Context: an optimization exercise on an open-source flow, tuned for a short achievable clock period and few clock cycles per item. The choices shown serve that exercise and are no tape-out recipe.
In this exercise RTL edits were held to simulation tests only and were not proved equivalent to the original.
No activity file was given, so power comes from the tool's default toggle rates.

## design/flow/constraint.sdc

```tcl
create_clock -name core_clock -period 11.0 [get_ports {clk}]
set_input_delay 2.2000 -clock core_clock [delete_from_list [all_inputs] [get_ports {clk}]]
set_output_delay 2.2000 -clock core_clock [all_outputs]
set_load 0.01 [all_outputs]
```

## design/flow/design.v

```verilog
package rv_pkg;
    localparam int xlen        = 32;
    localparam int imem_depth  = 16;
    localparam int dmem_depth  = 16;
    localparam int imem_aw     = $clog2(imem_depth);
    localparam int dmem_aw     = $clog2(dmem_depth);
    localparam int queue_depth = 4;
    localparam int qptr_w      = $clog2(queue_depth);    
    typedef enum logic [6:0] {
        op_r      = 7'b0110011,
        op_imm    = 7'b0010011,
        op_load   = 7'b0000011,
        op_store  = 7'b0100011,
        op_branch = 7'b1100011,
        op_lui    = 7'b0110111,
        op_auipc  = 7'b0010111,
        op_jal    = 7'b1101111
    } opcode_e;
    typedef enum logic [1:0] {
        aop_add    = 2'b00,    
        aop_funct  = 2'b01,    
        aop_branch = 2'b10,    
        aop_pass   = 2'b11     
    } alu_op_e;
    typedef struct packed {
        logic    mem_rd;
        logic    mem_wr;
        logic    reg_wr;
        logic    wb_link;        
        logic    alu_src_imm;    
        alu_op_e alu_op;
        logic    branch;         
        logic    jump;
    } ctrl_t;
endpackage
module core_top (
    input  logic                       clk,
    input  logic                       rst,
    input  logic                       run,
    input  logic                       imem_we,
    input  logic [rv_pkg::imem_aw-1:0] imem_addr,
    input  logic [31:0]                imem_wdata,
    output logic                       retire_valid,
    output logic [rv_pkg::xlen-1:0]    retire_pc,
    output logic [4:0]                 retire_rd,
    output logic [rv_pkg::xlen-1:0]    retire_data,
    output logic                       retire_we
);
    localparam logic [6:0] OP_R     = 7'b0110011;
    localparam logic [6:0] OP_I     = 7'b0010011;
    localparam logic [6:0] OP_L     = 7'b0000011;
    localparam logic [6:0] OP_S     = 7'b0100011;
    localparam logic [6:0] OP_B     = 7'b1100011;
    localparam logic [6:0] OP_LUI   = 7'b0110111;
    localparam logic [6:0] OP_AUIPC = 7'b0010111;
    localparam logic [6:0] OP_JAL   = 7'b1101111;
    logic [36:0]   imem [16];
    logic [31:0]   dmem [16];
    logic [31:0]   xreg [32];        
    logic [591:0]  im;               
    logic [1023:0] rf;               
    logic [4:0]    wb_rd;            
    logic [31:0]   wb_data;          
    logic        exec;               
    logic        zr;                 
    logic        ok;                 
    logic        load;               
    logic [31:0] pc, pc_s, pc_t;     
    logic [36:0] ir, ns_w, nt_w;     
    logic [31:0] opa, opb, opc;      
    function automatic logic [36:0] predecode(input logic [31:0] w);
        predecode = {w[6:0] == OP_B, w[6:0] == OP_JAL, w[6:0] == OP_AUIPC, w[6:0] == OP_LUI,
                     w[6:0] == OP_R, w};
    endfunction
    always_comb begin
        for (int i = 0; i < 16; i++) begin
            im[i*37 +: 37] = imem[i];
        end
        rf[31:0] = '0;
        for (int i = 1; i < 32; i++) begin
            rf[i*32 +: 32] = (wb_rd == 5'(i)) ? wb_data : xreg[i];
        end
    end
    logic [6:0]  op;
    logic [2:0]  f3;
    logic [4:0]  rd;
    logic        is_r, is_i, is_l, is_s, is_lui, is_auipc, is_jal;
    logic        wr;
    logic [31:0] sum, diff, ld, result;
    logic        lt, eq, taken;
    logic        s_sum, s_diff, s_lt, s_xor, s_or, s_and;
    assign op       = ir[6:0];
    assign f3       = ir[14:12];
    assign rd       = ir[11:7];
    assign is_r     = ir[32];
    assign is_i     = (op == OP_I);
    assign is_l     = (op == OP_L);
    assign is_s     = (op == OP_S);
    assign is_lui   = ir[33];
    assign is_auipc = ir[34];
    assign is_jal   = ir[35];
    assign wr       = (is_r || is_i || is_l || is_lui || is_auipc || is_jal) && (rd != 5'd0);
    always_comb begin
        logic [31:0] nb, g, p, gn, pn;
        for (int k = 0; k < 2; k++) begin
            nb = k ? ~opb : opb;
            g  = opa & nb;
            p  = opa ^ nb;
            g[0] = g[0] | (p[0] & k[0]);
            for (int d = 1; d < 32; d = d * 2) begin
                gn = g;
                pn = p;
                for (int i = d; i < 32; i++) begin
                    gn[i] = g[i] | (p[i] & g[i-d]);
                    pn[i] = p[i] & p[i-d];
                end
                g = gn;
                p = pn;
            end
            if (k == 0) sum  = (opa ^ nb) ^ {g[30:0], 1'b0};
            else        diff = (opa ^ nb) ^ {g[30:0], 1'b1};
        end
    end
    always_comb begin
        logic [31:0] l, e, ln, en;
        l = ~opa & opb;
        e = ~(opa ^ opb);
        l[31] = opa[31] & ~opb[31];    
        for (int d = 1; d < 32; d = d * 2) begin
            ln = l;
            en = e;
            for (int i = 0; i + d < 32; i = i + 2 * d) begin
                ln[i + 2*d - 1] = l[i + 2*d - 1] | (e[i + 2*d - 1] & l[i + d - 1]);
                en[i + 2*d - 1] = e[i + 2*d - 1] & e[i + d - 1];
            end
            l = ln;
            e = en;
        end
        lt = l[31];
    end
    logic [15:0] dsel;
    always_comb begin
        logic       c;
        logic [3:0] k;
        for (int i = 0; i < 16; i++) begin
            k       = 4'(i);
            c       = (opa[1] & opb[1]) | ((opa[1] | opb[1]) & opa[0] & opb[0]);
            dsel[i] = 1'b1;
            for (int j = 0; j < 4; j++) begin
                dsel[i] = dsel[i] & ((opa[j+2] ^ opb[j+2] ^ k[j]) == c);
                c       = k[j] ? (opa[j+2] & opb[j+2]) : (opa[j+2] | opb[j+2]);
            end
        end
        ld = '0;
        for (int i = 0; i < 16; i++) begin
            ld = ld | ({32{dsel[i]}} & dmem[i]);
        end
    end
    assign eq    = (opa == opc);
    assign taken = is_jal || (ir[36] && (eq ^ f3[0]));
    assign s_sum  = is_lui || is_auipc || ((is_i || (is_r && !ir[30])) && f3 == 3'b000);
    assign s_diff = is_r && ir[30] && f3 == 3'b000;
    assign s_lt   = (is_r || is_i) && f3 == 3'b010;
    assign s_xor  = (is_r || is_i) && f3 == 3'b100;
    assign s_or   = (is_r || is_i) && f3 == 3'b110;
    assign s_and  = (is_r || is_i) && f3 == 3'b111;
    assign result = ({32{s_sum}}  & sum)
                  | ({32{s_diff}} & diff)
                  | {31'b0, s_lt & lt}
                  | ({32{s_xor}}  & (opa ^ opb))
                  | ({32{s_or}}   & (opa | opb))
                  | ({32{s_and}}  & (opa & opb))
                  | ({32{is_l}}   & ld)
                  | ({32{is_jal}} & pc_s);
    logic [31:0] s_a, s_b, s_c, s_p4, s_pt;
    logic [36:0] s_ws, s_wt;
    logic        s_fa, s_fb, s_fc;
    logic [31:0] t_a, t_b, t_c, t_p4, t_pt;
    logic [36:0] t_ws, t_wt;
    logic        t_fa, t_fb, t_fc;
    next_cand u_s (
        .w (ns_w), .p (pc_s), .rf (rf), .im (im), .rd_cur (rd), .wr_cur (wr),
        .a (s_a), .b (s_b), .c (s_c), .fa (s_fa), .fb (s_fb), .fc (s_fc),
        .p4 (s_p4), .pt (s_pt), .ws (s_ws), .wt (s_wt)
    );
    next_cand u_t (
        .w (nt_w), .p (pc_t), .rf (rf), .im (im), .rd_cur (rd), .wr_cur (wr),
        .a (t_a), .b (t_b), .c (t_c), .fa (t_fa), .fb (t_fb), .fc (t_fc),
        .p4 (t_p4), .pt (t_pt), .ws (t_ws), .wt (t_wt)
    );
    logic [36:0] w0;
    logic [31:0] r_off, r_imm;
    assign w0 = im[36:0];
    always_comb begin
        if (w0[35]) r_off = {{12{w0[31]}}, w0[19:12], w0[20], w0[30:21], 1'b0};
        else        r_off = {{20{w0[31]}}, w0[7], w0[30:25], w0[11:8], 1'b0};
        if (w0[6:0] == OP_S)          r_imm = {{20{w0[31]}}, w0[31:25], w0[11:7]};
        else if (w0[33] || w0[34])    r_imm = {w0[31:12], 12'b0};
        else                          r_imm = {{20{w0[31]}}, w0[31:20]};
    end
    logic        fwd_a, fwd_b, fwd_c;
    assign fwd_a = taken ? t_fa : s_fa;
    assign fwd_b = taken ? t_fb : s_fb;
    assign fwd_c = taken ? t_fc : s_fc;
    always_ff @(posedge clk) begin
        if (exec) begin
            opa  <= fwd_a ? result : (taken ? t_a : s_a);
            opb  <= fwd_b ? result : (taken ? t_b : s_b);
            opc  <= fwd_c ? result : (taken ? t_c : s_c);
            pc   <= taken ? pc_t : pc_s;
            pc_s <= taken ? t_p4 : s_p4;
            pc_t <= taken ? t_pt : s_pt;
            ir   <= taken ? nt_w : ns_w;
            ns_w <= taken ? t_ws : s_ws;
            nt_w <= taken ? t_wt : s_wt;
        end else if (zr || rst) begin
            opa  <= '0;
            opb  <= w0[32] ? '0 : r_imm;
            opc  <= '0;
            pc   <= '0;
            pc_s <= 32'd4;
            pc_t <= r_off;
            ir   <= w0;
            ns_w <= im[37 +: 37];
            nt_w <= im[r_off[5:2]*37 +: 37];
        end
    end
    assign exec = run && !rst && (!zr || ok);
    assign load = imem_we && !run;
    always_ff @(posedge clk) begin
        zr <= rst || (zr && !exec);
        ok <= !(load && (imem_addr == 4'd0 || imem_addr == 4'd1 || imem_addr == r_off[5:2]));
    end
    always_ff @(posedge clk) begin
        for (int i = 0; i < 16; i++) begin
            if (load && imem_addr == 4'(i)) begin
                imem[i] <= predecode(imem_wdata);
            end
        end
    end
    always_ff @(posedge clk) begin
        for (int i = 0; i < 16; i++) begin
            if (exec && is_s && dsel[i]) begin
                dmem[i] <= opc;
            end
        end
    end
    always_ff @(posedge clk) begin
        for (int i = 1; i < 32; i++) begin
            if (rst) begin
                xreg[i] <= '0;
            end else if (wb_rd == 5'(i)) begin
                xreg[i] <= wb_data;
            end
        end
    end
    always_ff @(posedge clk) begin
        wb_rd   <= (exec && wr) ? rd : 5'd0;
        wb_data <= result;
    end
    always_ff @(posedge clk) begin
        retire_valid <= exec;
        retire_we    <= exec && wr;
        retire_rd    <= rd;                         
        retire_data  <= is_s ? opc : result;        
        if (exec) begin
            retire_pc <= pc;
        end
    end
endmodule
module next_cand (
    input  logic [36:0]   w,         
    input  logic [31:0]   p,
    input  logic [1023:0] rf,
    input  logic [591:0]  im,
    input  logic [4:0]    rd_cur,
    input  logic          wr_cur,
    output logic [31:0]   a,
    output logic [31:0]   b,
    output logic [31:0]   c,
    output logic          fa,
    output logic          fb,
    output logic          fc,
    output logic [31:0]   p4,
    output logic [31:0]   pt,
    output logic [36:0]   ws,
    output logic [36:0]   wt
);
    logic [4:0]  rs1, rs2;
    logic        is_r, is_s, is_lui, is_auipc;
    logic [31:0] r1, r2, imm, off;
    logic [5:0]  i4, it;
    assign rs1      = w[19:15];
    assign rs2      = w[24:20];
    assign is_r     = w[32];
    assign is_s     = (w[6:0] == 7'b0100011);
    assign is_lui   = w[33];
    assign is_auipc = w[34];
    assign r1 = rf[{rs1, 5'b0} +: 32];
    assign r2 = rf[{rs2, 5'b0} +: 32];
    always_comb begin
        if (is_s)                    imm = {{20{w[31]}}, w[31:25], w[11:7]};
        else if (is_lui || is_auipc) imm = {w[31:12], 12'b0};
        else                         imm = {{20{w[31]}}, w[31:20]};
        if (w[35])                   off = {{12{w[31]}}, w[19:12], w[20], w[30:21], 1'b0};
        else                         off = {{20{w[31]}}, w[7], w[30:25], w[11:8], 1'b0};
    end
    assign a  = is_auipc ? p : (is_lui ? '0 : r1);
    assign b  = is_r ? r2 : imm;
    assign c  = r2;
    assign fa = wr_cur && rs1 == rd_cur && !is_auipc && !is_lui;
    assign fb = wr_cur && rs2 == rd_cur && is_r;
    assign fc = wr_cur && rs2 == rd_cur;
    assign p4 = p + 32'd4;
    assign pt = p + off;
    assign i4 = p[5:0] + 6'd4;
    assign it = p[5:0] + off[5:0];
    assign ws = im[i4[5:2]*37 +: 37];
    assign wt = im[it[5:2]*37 +: 37];
endmodule
```

## design/flow/run.sh

```bash
#!/bin/bash
# synth_recipe.tcl (not shown) runs the flow's synth.tcl, then flattens the netlist and writes it again
# the make line also repeats each setting of config.mk as NAME=value (left out here)
make -C /OpenROAD-flow-scripts/flow DESIGN_CONFIG=/design/flow/config.mk WORK_HOME=/design/flow/orfs CLKGATE_MAP_FILE= SYNTH_SCRIPT=/design/flow/synth_recipe.tcl finish
```

## design/flow/config.mk

```make
export PLATFORM = sky130hd
export DESIGN_NAME = core_top
export DESIGN_NICKNAME = core_top
export VERILOG_FILES = /design/flow/design.v
export SDC_FILE = /design/flow/constraint.sdc
export NUM_CORES = 4
export LEC_CHECK = 0
export CAP_MARGIN = 40
export CELL_PAD_IN_SITES_DETAIL_PLACEMENT = 1
export CELL_PAD_IN_SITES_GLOBAL_PLACEMENT = 1
export CORE_MARGIN = 2
export CORE_UTILIZATION = 30
export PLACE_DENSITY = 0.5
export SETUP_SLACK_MARGIN = 5
export SLEW_MARGIN = 40
export SYNTH_HIERARCHICAL = 1
export SYNTH_MINIMUM_KEEP_SIZE = 0
```

==> impl_metrics.py, run 1 <==
metrics = {
    "status": {
        "status": "finished clean",
    },
    "final_layout": {
        "final_cells": 21000,
        "finish.utilization": 0.342,
        "nNetsFinal": 13800,
        "n_fill_cell": 58000,
        "drive_gt1_frac": 0.303,
        "area_growth_syn_to_layout_pct": 13.4,
    },
    "sta": {
        "drv_slew": 0,
        "grt_setup_unrepaired": "no",
        "period_minus_slack_ns": 6.10,
        "setup-tns-final_ns": 0,
        "slew_headroom": 0.289,
        "worst_slew_pin_slew_ns": 1.07,
        "setup_viol": 0,
        "hold_viol": 0,
        "worst_clock_skew_ns": 0.0973,
        "fmax_mhz": 164,
        "period_share": 0.555,
    },
    "synth": {
        "ys.flop_type": "edfxtp_1",
        "avgSynthCellArea_um2": 11.8,
        "synth_top_area_share": 0.262,
        "synthCells": 13800,
        "yosys.area.top_type": "edfxtp_1",
        "synth_edf_count": 1423,
        "synth_cell_types": 111,
        "async_reset_ff_frac": 0,
        "ys_seq_area_frac": 0.393,
        "ys_warn_count": 11,
        "syn-cell-area_mm2": 0.163,
        "ys_seq_elements": 2493,
        "synth_area_leaders": "edfxtp_1, mux4_2, dfxtp_1",
    },
    "drt": {
        "wl_um": 794000,
        "routedWlPerCell_um": 37.8,
        "drtIter0Drc": 15200,
        "viasPerCell": 6.18,
        "dr.pass1.iters": 7,
        "dr_total_vias": 130000,
        "drc": 0,
        "postRouteAntennaNets": 0,
    },
    "grt": {
        "grt_overflow": 0,
        "grt_busiest_layer": "met2",
        "antenna_found_initial": 55,
        "met3_usage": 0.0457,
        "met2_usage": 0.432,
        "grt_util_met1": 0.381,
        "track_usage": 0.279,
        "grt_max_degree": 175,
        "grt_pass1_wl_um": 1090000,
        "first_global_vias": 129000,
    },
    "clock_tree": {
        "insertion_delay_ns": 1.00,
        "root_buffer": "clkbuf_16",
        "ctsLongestPathBuffers": 4,
        "htree_num_levels": 5,
        "clkSinkCount": 2493,
        "cts_tree": "built",
        "clk_pin_slew_ns": 0.06,
        "cts_made_buffers": 319,
    },
    "worst_setup_path": {
        "cp_num_buf_inv": 2,
        "required_ns": 11.70,
        "crit_type": "flip-flop to flip-flop",
        "crit_path_end_kind": "flip-flop",
        "crit_path_start_kind": "flip-flop",
        "crit_path_max_incr_delay_ns": 0.74,
        "arrival_ns": 6.81,
        "path_delay_family": "compound AO/OA/AOI/OAI gates",
        "cp_max_fo": 50,
        "crit_chain": "xnor2_2 -> nand4_1 -> nor4_1 -> nand2_1 -> xnor2_1 -> a21o_4 -> buf_6 -> mux2i_4 -> buf_4 -> o21ai_0 -> o22ai_2",
        "critPathSlowestCell": "edfxtp_1",
    },
    "die": {
        "core_mm2": 0.541,
        "start_util": 0.302,
        "die_area_mm2": 0.550,
        "fp.dieH_um": 742,
        "pin_count": 111,
        "rows": 270,
        "die_w_um": 742,
    },
    "placed_design": {
        "dp.final_hpwl_um": 497000,
        "portBuffers": 110,
        "dp_cells": 20400,
        "globalplace.congestion": 0.916,
    },
    "power": {
        "p_sw_frac": 0.466,
        "p_leak_nw": 65.6,
        "p_seq_frac": 0.255,
        "p_sw_mw": 21.3,
        "ir_drop_v": 0.000523,
        "clock_power_share": 0.240,
        "total_power_mw": 45.7,
        "p_int_mw": 24.4,
        "p_comb_frac": 0.505,
        "powerDensity_mw_per_mm2": 247,
    },
    "worst_hold_path": {
        "min_path_type": "flip-flop to flip-flop",
    },
    "job": {
        "maxCapViolations": 0,
    },
}
==> registers in the layout, indices dropped and copies added, names as in the netlist <==
register and cells:
retire_data 32, retire_we 1, retire_valid 1, opb 32, xreg 992, retire_rd 5
pc_t 32, pc 32, nt_w 37, opc 32, opa 32, zr 1
wb_data 32, dmem 512, retire_pc 32, wb_rd 5, ir 21, imem 592
pc_s 32, ok 1, ns_w 37
==> placed cells by master (no fill, tap or decap), types with 43 or more instances in the layout <==
master           count
nand2_1           1661
mux4_2            1619
edfxtp_1          1423
mux2_2            1241
nor2b_1           1082
dfxtp_1           1045
nor2_1             385
o21ai_0            349
a21oi_1            339
buf_4              326
clkbuf_16          325
mux2i_1            276
a31oi_1            265
nand3_1            205
a211oi_1           185
ha_1               185
o22ai_1            182
inv_1              162
a32oi_1            137
nor3_1             130
conb_1             128
a22oi_1            123
xnor2_1            117
clkdlybuf4s50_1    108
and3_1             101
and2_1              95
o31ai_1             79
nand4_1             69
o21ai_1             69
buf_6               67
o211ai_1            65
o221a_2             64
clkbuf_1            62
or3_1               58
xor2_1              46
a222oi_1            45
a311oi_1            44
a221oi_1            43
buf_12              43
==> path summary, 6_finish.rpt <==
| kind | start | slack [ns] | cells after the start | endpoint |
|---|---|---|---|---|
| min reg2reg | pc[0]$_SDFFCE_PN0P_ | 0.43 | 0 | retire_pc[0]$_DFFE_PP_ |
| max | opc[29]$_SDFFCE_PN0P_ | 4.90 | 11 | opb[3]$_DFFE_PP_ |
| min | pc[0]$_SDFFCE_PN0P_ | 0.43 | 0 | retire_pc[0]$_DFFE_PP_ |
| max reg2reg | opc[29]$_SDFFCE_PN0P_ | 4.90 | 11 | opb[3]$_DFFE_PP_ |
==> Yosys stat by module, one instance, submodules excluded <==
| module | cells inside | times used | cell area [um^2] |
|---|---|---|---|
| core_top | 8457 | 1 | 105000 |
| next_cand | 2683 | 2 | 28900 |
==> layer usage <==
| metal | routed length, um | vias to the layer above |
|---|---|---|
| met1 | 336000 | 69600 |
| met2 | 354000 | 5851 |
| met5 | 173 | - |
| li1 | - | 52800 |
| met4 | 45100 | 26 |
| met3 | 58000 | 1437 |
==> cells in the mapped netlist (all sizes together), types with 64 or more instances <==
library cell	instances
nand2	1678
mux4	1619
edfxtp	1423
mux2	1243
nor2b	1083
dfxtp	1070
clkbuf	901
buf	437
nor2	427
o21ai	423
a21oi	359
mux2i	282
a31oi	268
nand3	211
a211oi	194
ha	189
o22ai	189
inv	167
nor3	154
a32oi	137
xnor2	125
a22oi	123
and2	102
and3	101
o31ai	80
nand4	70
o211ai	67
o221a	64
or3	64
==> area by class of cell <==
type                            instances  area (um^2)  share of cell area
Timing Repair Buffer                  581         5880              0.0318
Tap cell                             7208         9020              0.0487
Clock inverter                        147         1780             0.00960
Inverter                              169          666             0.00360
Sequential cell                      2493        64200               0.347
Antenna cell                           23         57.6            0.000311
Multi-Input combinational cell       9951        94700               0.511
Clock buffer                          423         8860              0.0479
==> power groups by stage <==
stage,clock [mW],combinational (mW),sequential [mW]
2_1_floorplan,0,13.7,10.9
3_3_place_gp,0,22.2,11.9
3_5_place_dp,0,22.4,11.8
4_1_cts,11.2,22.5,11.7
5_1_grt,11.5,23.9,11.7
6_report,11.0,23.1,11.7
==> through the flow <==
stage	hold WS (ns)	setup slack, ns	cell area [um^2]
after floorplan	0.400	4.77	164000
after global placement	0.405	4.36	173000
after detailed placement	0.406	4.74	174000
after CTS	0.430	4.94	185000
after global routing	0.434	5.03	185000
final	0.426	4.90	185000
==> cell families after synthesis <==
| group | Yosys count | share of synthesized area |
|---|---|---|
| other cells | 1 | 0.0000230 |
| mux | 3144 | 0.327 |
| simple gates | 3999 | 0.120 |
| compound gates | 2305 | 0.0974 |
| flops | 2493 | 0.393 |
| fa+ha+maj | 196 | 0.0154 |
| buf+inv | 1507 | 0.0378 |
| xor+xnor | 178 | 0.0103 |
==> timing repair <==
item,CTS,global route
buffers inserted,0,1
hold buffers,0,0
cloned,0,1
pin swaps,0,1
endpoints found under the setup margin,6,3
gates resized for setup,2,7
Testbench counts, summed over its fixed seeds: cycles 18,250, instrs 13,124.
==> inputs of run 2 (changes only) <==
--- a/design/flow/design.v
+++ b/design/flow/design.v
@@ -80,3 +80,3 @@
         for (int i = 1; i < 32; i++) begin
-            rf[i*32 +: 32] = (wb_rd == 5'(i)) ? wb_data : xreg[i];
+            rf[i*32 +: 32] = xreg[i];
         end
@@ -181,3 +181,4 @@
     next_cand u_s (
-        .w (ns_w), .p (pc_s), .rf (rf), .im (im), .rd_cur (rd), .wr_cur (wr),
+        .w (ns_w), .p (pc_s), .rf (rf), .wb_rd (wb_rd), .wb_data (wb_data), .im (im),
+        .rd_cur (rd), .wr_cur (wr),
         .a (s_a), .b (s_b), .c (s_c), .fa (s_fa), .fb (s_fb), .fc (s_fc),
@@ -186,3 +187,4 @@
     next_cand u_t (
-        .w (nt_w), .p (pc_t), .rf (rf), .im (im), .rd_cur (rd), .wr_cur (wr),
+        .w (nt_w), .p (pc_t), .rf (rf), .wb_rd (wb_rd), .wb_data (wb_data), .im (im),
+        .rd_cur (rd), .wr_cur (wr),
         .a (t_a), .b (t_b), .c (t_c), .fa (t_fa), .fb (t_fb), .fc (t_fc),
@@ -274,2 +276,4 @@
     input  logic [1023:0] rf,
+    input  logic [4:0]    wb_rd,     
+    input  logic [31:0]   wb_data,
     input  logic [591:0]  im,
@@ -298,4 +302,4 @@
     assign is_auipc = w[34];
-    assign r1 = rf[{rs1, 5'b0} +: 32];
-    assign r2 = rf[{rs2, 5'b0} +: 32];
+    assign r1 = (wb_rd != 5'd0 && rs1 == wb_rd) ? wb_data : rf[{rs1, 5'b0} +: 32];
+    assign r2 = (wb_rd != 5'd0 && rs2 == wb_rd) ? wb_data : rf[{rs2, 5'b0} +: 32];
     always_comb begin
==> design/flow/flow/run.sh (new file) <==
#!/bin/bash
# Own layout flow: the standard synthesis unchanged, then the standard
# place and route with a tighter setup repair target (SETUP_SLACK_MARGIN, in ns,
# read from flow/margin.txt), so repair_timing keeps improving paths that already meet 11 ns.
# The SDC and every other setting are the standard flow's.  Each step's log goes to
# flow_<step>.log here; ORFS's own per-stage logs stay under orfs/logs/.
set -euo pipefail
MARGIN=$(cat flow/margin.txt)
bash standard.sh synth > flow_synth.log 2>&1
bash standard.sh SETUP_SLACK_MARGIN="$MARGIN" finish > flow_finish.log 2>&1
==> design/flow/flow/margin.txt (new file) <==
7
==> design/flow/standard.sh (new file) <==
#!/bin/bash
# synth_recipe.tcl (not shown) runs the flow's synth.tcl, then flattens the netlist and writes it again
# the make line also repeats each setting of config.mk as NAME=value (left out here)
make -C /OpenROAD-flow-scripts/flow DESIGN_CONFIG=/design/flow/config.mk WORK_HOME=/design/flow/orfs CLKGATE_MAP_FILE= SYNTH_SCRIPT=/design/flow/synth_recipe.tcl "${@:-finish}"
--- a/design/flow/config.mk
+++ b/design/flow/config.mk
@@ -13,3 +13,2 @@
 export PLACE_DENSITY = 0.5
-export SETUP_SLACK_MARGIN = 5
 export SLEW_MARGIN = 40
removed: design/flow/run.sh
==> run 2 against run 1 <==
Effect of this change:
- still clean on timing, DRC and antenna
- clock power about the same
- die area decreased by 2.5%
- non-clock buffer count increased by 445
- critical path depth unchanged
- flip-flop and latch count unchanged
- combinational power increased by 21%
- cell count increased by 3.3%
- worst setup slack improved by 1.9 ns
- fmax increased by 45%
- final area increased by 3.0%
- synthesized cell count increased by 3.5%
- sequential share of layout area decreased by 1.0 points
- critical path type unchanged
==> impl_metrics.py, run 2 <==
metrics = {
    "sta": {
        "drv_slew": 0,
        "period_minus_slack_ns": 4.20,
        "period_share": 0.382,
        "worst_slew_pin_slew_ns": 1.05,
        "hold_viol": 0,
        "hold_ws_ns": 0.418,
        "setup-tns-final_ns": 0,
        "setup_viol": 0,
        "fmax_mhz": 238,
        "slew_headroom": 0.302,
        "worst_clock_skew_ns": 0.0951,
        "grt_setup_unrepaired": "yes",
    },
    "grt": {
        "grt_pass1_wl_um": 1170000,
        "antenna_found_initial": 79,
        "first_global_vias": 135000,
        "grt_overflow": 0,
        "track_usage": 0.309,
        "grt_max_degree": 124,
    },
    "die": {
        "die_area_mm2": 0.536,
        "die_w_um": 732,
        "start_util": 0.301,
        "rows": 267,
        "core_mm2": 0.528,
        "fp.dieH_um": 732,
        "pin_count": 111,
    },
    "worst_setup_path": {
        "timing.rr.start": "opa[16]$_SDFFCE_PN0P_",
        "crit_path_end_kind": "flip-flop",
        "r2r_cells": 11,
        "cp-endpoint": "opb[29]$_DFFE_PP_",
        "crit_type": "flip-flop to flip-flop",
        "cp-startpoint": "opa[16]$_SDFFCE_PN0P_",
        "crit_path_start_kind": "flip-flop",
        "cpMostUsedCell": "a211o_1",
        "cp_max_fo": 12,
        "r2r_setup_slack_ns": 6.80,
        "arrival_ns": 4.97,
        "required_ns": 11.77,
        "crit_path_max_incr_delay_ns": 0.66,
        "critPathSlowestCell": "o41ai_4",
        "r2r-end": "opb[29]$_DFFE_PP_",
        "crit_chain": "inv_1 -> ha_2 -> nor2_1 -> a211o_1 -> o21ai_0 -> a21oi_1 -> o41ai_4 -> a21oi_2 -> mux2i_1 -> a211o_4 -> a211o_1",
    },
    "synth": {
        "ys_warn_count": 11,
        "synth_top_area_share": 0.270,
        "ys_seq_elements": 2493,
        "yosys.area.top_type": "mux4_2",
        "avgSynthCellArea_um2": 11.1,
        "ys_seq_area_frac": 0.403,
        "synthCells": 14300,
        "synth_cell_types": 105,
        "synth_edf_count": 1423,
        "synth.most_common_cell": "nand2_1",
        "ys.flop_type": "edfxtp_1",
        "syn-cell-area_mm2": 0.159,
        "async_reset_ff_frac": 0,
        "synth_area_leaders": "mux4_2, edfxtp_1, dfxtp_1",
        "ys_top_cells_by_count": "nand2_1, mux4_2, a21oi_1, edfxtp_1, dfxtp_1",
    },
    "final_layout": {
        "n_fill_cell": 56500,
        "layout_commonest_cell": "nand2_1",
        "nNetsFinal": 14600,
        "stdcell_area_mm2": 0.191,
        "largest_register_ff_count": 992,
        "top_register": "xreg",
        "area_growth_syn_to_layout_pct": 19.9,
        "final_cells": 21700,
        "largestRegisters": "xreg: 992 flops, imem: 592 flops, dmem: 512 flops",
        "drive_gt1_frac": 0.272,
        "final_cell_mix": "nand2_1, mux4_2, a21oi_1, edfxtp_1, dfxtp_1",
    },
    "clock_tree": {
        "htree_num_levels": 5,
        "clk_pin_slew_ns": 0.06,
        "cts_made_buffers": 319,
        "ctsLongestPathBuffers": 4,
        "insertion_delay_ns": 1.03,
        "clkSinkCount": 2493,
        "postCtsHoldBufs": 0,
        "root_buffer": "clkbuf_16",
        "cts_tree": "built",
    },
    "drt": {
        "viasPerCell": 6.37,
        "dr_total_vias": 138000,
        "wl_um": 861000,
        "routedWlPerCell_um": 39.7,
        "dr.pass1.iters": 8,
        "postRouteAntennaNets": 0,
        "drtIter0Drc": 17700,
        "drc": 0,
    },
    "power": {
        "powerDensity_mw_per_mm2": 265,
        "ir_drop_v": 0.000569,
        "p_leak_nw": 64.5,
    },
    "placed_design": {
        "globalplace.congestion": 0.926,
        "dp_cells": 20700,
        "place_area_mm2": 0.170,
        "portBuffers": 110,
        "dp.final_hpwl_um": 508000,
    },
    "worst_hold_path": {
        "min_path_type": "flip-flop to flip-flop",
        "min_path_cells": 0,
    },
    "status": {
        "status": "finished clean",
    },
    "job": {
        "maxCapViolations": 0,
    },
}
[run 2: cell types whose count changed after synthesis, moves of 122 or more]
cell / change
nand2_1: +1699
mux2_2: -1197
a21oi_1: +1124
nor2b_1: -1053
mux4_2: +290
o22ai_1: -174
o21ai_0: -147
a21o_1: +122
[run 2: cell type report]
class	count	area [um^2]	area share
diodes	31	77.6	0.000407
flip-flops and latches	2493	64200	0.337
repair buffers	1026	12700	0.0668
clock inverters	156	2020	0.0106
inverters	159	652	0.00342
multi-input cells	10400	93500	0.490
well taps	6994	8750	0.0459
clock buffers	414	8780	0.0460
[run 2: Yosys stat by module (local to each module, per instance)]
module / area, um^2 / flops+latches / cells inside
next_cand: 28900 / 0 / 2319
core_top: 101000 / 2493 / 9665
[run 2: worst min-delay path by stage]
stage                    startpoint                       to  slack [ns]
2_1_floorplan   pc[0]$_SDFFCE_PN0P_   retire_pc[0]$_DFFE_PP_        0.40
3_3_place_gp   pc[30]$_SDFFCE_PN0P_  retire_pc[30]$_DFFE_PP_        0.41
5_1_grt         pc[4]$_SDFFCE_PN0P_   retire_pc[4]$_DFFE_PP_        0.41
6_report       pc[13]$_SDFFCE_PN0P_  retire_pc[13]$_DFFE_PP_        0.42
4_1_cts         pc[4]$_SDFFCE_PN0P_   retire_pc[4]$_DFFE_PP_        0.40
3_5_place_dp   pc[13]$_SDFFCE_PN0P_  retire_pc[13]$_DFFE_PP_        0.41
[run 2: report_power, final]
part	internal (mW)	total, mW	switching (mW)
registers	10.5	11.4	0.947
logic	11.2	27.9	16.7
clock network	6.48	11.2	4.72
total	28.1	50.5	22.3
[run 2: cell families after synthesis]
group,synth area share
AO/OA/AOI/OAI,0.118
XOR/XNOR,0.0108
adder cells (fa/ha/maj),0.0157
buffers and inverters,0.0389
flip-flops,0.403
multiplexers,0.293
other,0.0000236
AND/OR/NAND/NOR,0.121
[run 2: repair_timing]
| action | CTS | global route |
|---|---|---|
| resized for setup | 798 | 266 |
| setup buffers | 216 | 122 |
| endpoints found under the setup margin | 1350 | 681 |
| gates cloned | 67 | 14 |
| pin swaps | 124 | 142 |
[run 2: critical path, delay by kind of cell, from the launching register on]
kind	cells	cell delay, ns
simple gates	1	0.14
mux	1	0.18
buf+inv	1	0.11
fa+ha+maj	1	0.50
compound gates	7	2.52
flops	1	0.49
[run 2: layer usage]
metal	global-route usage	vias up	part of all wire
met2	0.468	7694	0.44
met3	0.0619	1707	0.092
met5	0	-	0.00023
li1	-	54900	-
met1	0.422	73700	0.41
met4	0.154	28	0.059
[run 2: stage by stage]
stage,worst slack [ns],utilization,power [mW]
3_3_place_gp,4.96,0.319,33.9
3_5_place_dp,4.96,0.322,34.1
4_1_cts,6.88,0.356,49.0
2_1_floorplan,6.08,-,25.7
5_1_grt,6.84,0.361,51.8
6_report,6.80,0.361,50.5
Testbench counts of run 2, summed over its fixed seeds: cycles 18,250, instrs 13,124.
==> inputs of run 3 (changes only) <==
==> design/flow/flow/margin.txt (replaced) <==
7.5
==> run 3 against run 2 <==
Effect of this change:
- global-route usage increased by 1.4 points
- sequential share of layout area fell by 1.7 points
- synthesized cell count is the same
- fmax increased by 2.4%
- via count rose by 3.2%
- clock skew shrank 0.0015 ns
- area after synthesis did not move
- clock power about the same
- cell count grew 1.9%
- worst setup slack improved by 0.099 ns
- utilization is 1.9 points higher
- worst hold slack improved by 0.024 ns
- largest power group unchanged
- highest routed layer unchanged
==> impl_metrics.py, run 3 <==
metrics = {
    "grt": {
        "track_usage": 0.323,
        "first_global_vias": 139000,
        "grt_max_degree": 104,
        "met3_usage": 0.0714,
        "met2_usage": 0.489,
        "grt_overflow": 0,
        "grt_util_met1": 0.431,
        "grt_pass1_wl_um": 1210000,
        "antenna_found_initial": 79,
        "grt_busiest_layer": "met2",
    },
    "synth": {
        "synth_cell_types": 105,
        "ys_warn_count": 11,
        "synth_mux_area_frac": 0.293,
        "synth_top_area_share": 0.270,
        "synth_area_leaders": "mux4_2, edfxtp_1, dfxtp_1",
        "synth_top_family_by_area": "multiplexers",
        "synth_xor_area_frac": 0.0108,
        "yosys.area_share.simple": 0.121,
        "avgSynthCellArea_um2": 11.1,
        "synth_edf_count": 1423,
        "syn-cell-area_mm2": 0.159,
        "synthAdderAreaFrac": 0.0157,
        "ys_seq_area_frac": 0.403,
        "ys.flop_type": "edfxtp_1",
        "synth.most_common_cell": "nand2_1",
        "yosys.area.top_type": "mux4_2",
        "ys_seq_elements": 2493,
        "async_reset_ff_frac": 0,
        "synthCells": 14300,
        "synth-compound-area-share": 0.118,
        "ys_top_cells_by_count": "nand2_1, mux4_2, a21oi_1, edfxtp_1, dfxtp_1",
    },
    "worst_setup_path": {
        "required_ns": 11.78,
        "crit_type": "flip-flop to flip-flop",
        "crit_chain": "ha_2 -> inv_2 -> fa_2 -> buf_12 -> buf_12 -> buf_12 -> nor3_2 -> buf_4 -> and2_4 -> buf_12 -> a222oi_1 -> nor4bb_4 -> a31oi_4 -> nor3b_4 -> inv_2 -> a221o_1",
        "crit_path_max_incr_delay_ns": 0.57,
        "critPathSlowestCell": "fa_2",
        "cpMostUsedCell": "buf_12",
        "arrival_ns": 4.88,
        "cp_max_fo": 6,
        "crit_path_end_kind": "flip-flop",
        "crit_path_start_kind": "flip-flop",
    },
    "drt": {
        "wl_um": 906000,
        "postRouteAntennaNets": 0,
        "dr.pass1.iters": 6,
        "dr_total_vias": 142000,
        "drc": 0,
        "routedWlPerCell_um": 41.0,
        "viasPerCell": 6.45,
        "drtIter0Drc": 19100,
    },
    "die": {
        "rows": 267,
        "die_w_um": 732,
        "core_mm2": 0.528,
        "fp.dieH_um": 732,
        "pin_count": 111,
        "start_util": 0.301,
        "die_area_mm2": 0.536,
    },
    "sta": {
        "worst_clock_skew_ns": 0.0936,
        "setup-tns-final_ns": 0,
        "drv_slew": 0,
        "slew_headroom": 0.315,
        "period_minus_slack_ns": 4.10,
        "grt_setup_unrepaired": "yes",
        "setup_slack_ns": 6.90,
        "setup_viol": 0,
        "fmax_mhz": 244,
        "period_share": 0.373,
        "worst_slew_pin_slew_ns": 1.03,
        "hold_viol": 0,
    },
    "final_layout": {
        "area_growth_syn_to_layout_pct": 26.3,
        "largestRegisters": "xreg: 992 flops, imem: 592 flops, dmem: 512 flops",
        "top_register": "xreg",
        "largest_register_ff_count": 992,
        "multi_input_area_mm2": 0.0965,
        "n_fill_cell": 56000,
        "final_cells": 22100,
        "regArea_mm2": 0.0642,
        "final_cell_mix": "nand2_1, mux4_2, edfxtp_1, a21oi_1, dfxtp_1",
        "stdcell_area_mm2": 0.201,
        "nNetsFinal": 15000,
        "layout_commonest_cell": "nand2_1",
        "drive_gt1_frac": 0.328,
    },
    "placed_design": {
        "globalplace.congestion": 0.952,
        "dp_cells": 20600,
        "place_area_mm2": 0.170,
        "portBuffers": 110,
        "pre_cts_ws_ns": 4.98,
        "dp.final_hpwl_um": 505000,
    },
    "power": {
        "total_power_mw": 55.9,
        "p_leak_nw": 69.3,
        "ir_drop_v": 0.000640,
        "powerDensity_mw_per_mm2": 278,
    },
    "clock_tree": {
        "clk_pin_slew_ns": 0.07,
        "cts_made_buffers": 321,
        "insertion_delay_ns": 1.03,
        "cts_tree": "built",
        "root_buffer": "clkbuf_16",
        "clkSinkCount": 2493,
        "htree_num_levels": 5,
        "ctsLongestPathBuffers": 4,
    },
    "job": {
        "maxCapViolations": 0,
    },
    "worst_hold_path": {
        "min_path_type": "flip-flop to flip-flop",
    },
    "status": {
        "status": "finished clean",
    },
}
==> run 3: cell counts after synthesis <==
No cell type changed its count.
==> run 3: layout make-up <==
cell class / count / area share
multi-input combinational: 10400 / 0.480
sequential: 2493 / 0.320
timing repair buffer: 1416 / 0.0981
clock buffer: 411 / 0.0440
tap: 6994 / 0.0436
clock inverter: 174 / 0.0102
inverter: 159 / 0.00347
antenna: 34 / 0.000424
timing repair inverter: 2 / 0.0000872
==> run 3: worst paths after layout <==
check,slack (ns),start,depth (start not counted),end
hold reg to reg,0.44,pc[27]$_SDFFCE_PN0P_,0,retire_pc[27]$_DFFE_PP_
hold / removal,0.44,pc[27]$_SDFFCE_PN0P_,0,retire_pc[27]$_DFFE_PP_
setup reg to reg,6.90,opa[3]$_SDFFCE_PN0P_,16,opb[8]$_DFFE_PP_
setup / recovery,6.90,opa[3]$_SDFFCE_PN0P_,16,opb[8]$_DFFE_PP_
==> run 3: per-layer routing <==
layer	share of wire	vias up	wire length [um]
met5	0.00034	-	312
met4	0.065	46	59100
met3	0.10	2075	93000
met2	0.44	8679	395000
met1	0.40	75900	358000
li1	-	55800	-
==> run 3: logic make-up after synthesis <==
logic type,Yosys count
simple gates,4610
other cells,1
flops,2493
fa+ha+maj,196
compound gates,3019
xor+xnor,192
mux,2258
buf+inv,1534
==> run 3: Yosys stat by module (local to each module, per instance) <==
module	area [um^2]	cells inside	flops+latches	times used
core_top	101000	9665	2493	1
next_cand	28900	2319	0	2
==> run 3: metrics by stage <==
step | util | hold WS, ns
floorplan | - | 0.400
global placement | 0.319 | 0.447
detailed placement | 0.322 | 0.438
CTS | 0.372 | 0.453
global route | 0.380 | 0.446
finish | 0.380 | 0.442
==> run 3: power breakdown <==
part | total, mW | internal [mW] | leakage [nW] | switching (mW)
sequential | 11.4 | 10.5 | 22.0 | 0.879
combinational | 33.3 | 14.1 | 42.0 | 19.2
clock | 11.3 | 6.48 | 5.32 | 4.78
total | 55.9 | 31.1 | 69.3 | 24.9
==> run 3: repair_timing <==
| action | in CTS | in global routing |
|---|---|---|
| resized for setup | 1793 | 578 |
| hold buffers | 0 | 0 |
| endpoints found under the setup margin | 2076 | 1046 |
| pin swaps | 386 | 339 |
| setup buffers | 507 | 135 |
| cloned | 143 | 32 |
==> run 3: critical path, delay by kind of cell (launching register included) <==
family	cells	cell delay (ns)
adder cells (fa/ha/maj)	2	0.82
flip-flops	1	0.47
AO/OA/AOI/OAI	3	0.79
buffers and inverters	7	0.83
AND/OR/NAND/NOR	4	0.91

==> re-timing with driven ports <==
In the flow no input, the clock included, has a driving cell. The finished layouts below were timed again as built, in two steps. Step 1: set_driving_cell puts a clkbuf_16 on clk and a buf_2 on each other input, an assumption about the parent block. Step 2 moves the port delays by t, midway between the first and last clock arrival at a register: inputs arrive t later, outputs are due t later. That takes back most of the time a late clock gives input paths. Slacks: ideal / step 1 / step 2; pairs: ideal / step 1.
run | shift t [ns] | setup WS [ns] | slew at the worst register clock pin (ns) | worst data-port slew with drivers (ns)
run 1 | 1.077 | 4.899 / 4.899 / 4.899 | 0.07 / 0.07 | 0.22
run 2 | 1.108 | 6.802 / 6.690 / 5.581 | 0.07 / 0.07 | 0.58
run 3 | 1.110 | 6.900 / 6.900 / 6.414 | 0.07 / 0.07 | 0.25
After both steps setup and hold are still met in every run listed. The setup slack of run 2, which loses most, moves by -0.112 ns with the drivers and by -1.221 ns with both steps.
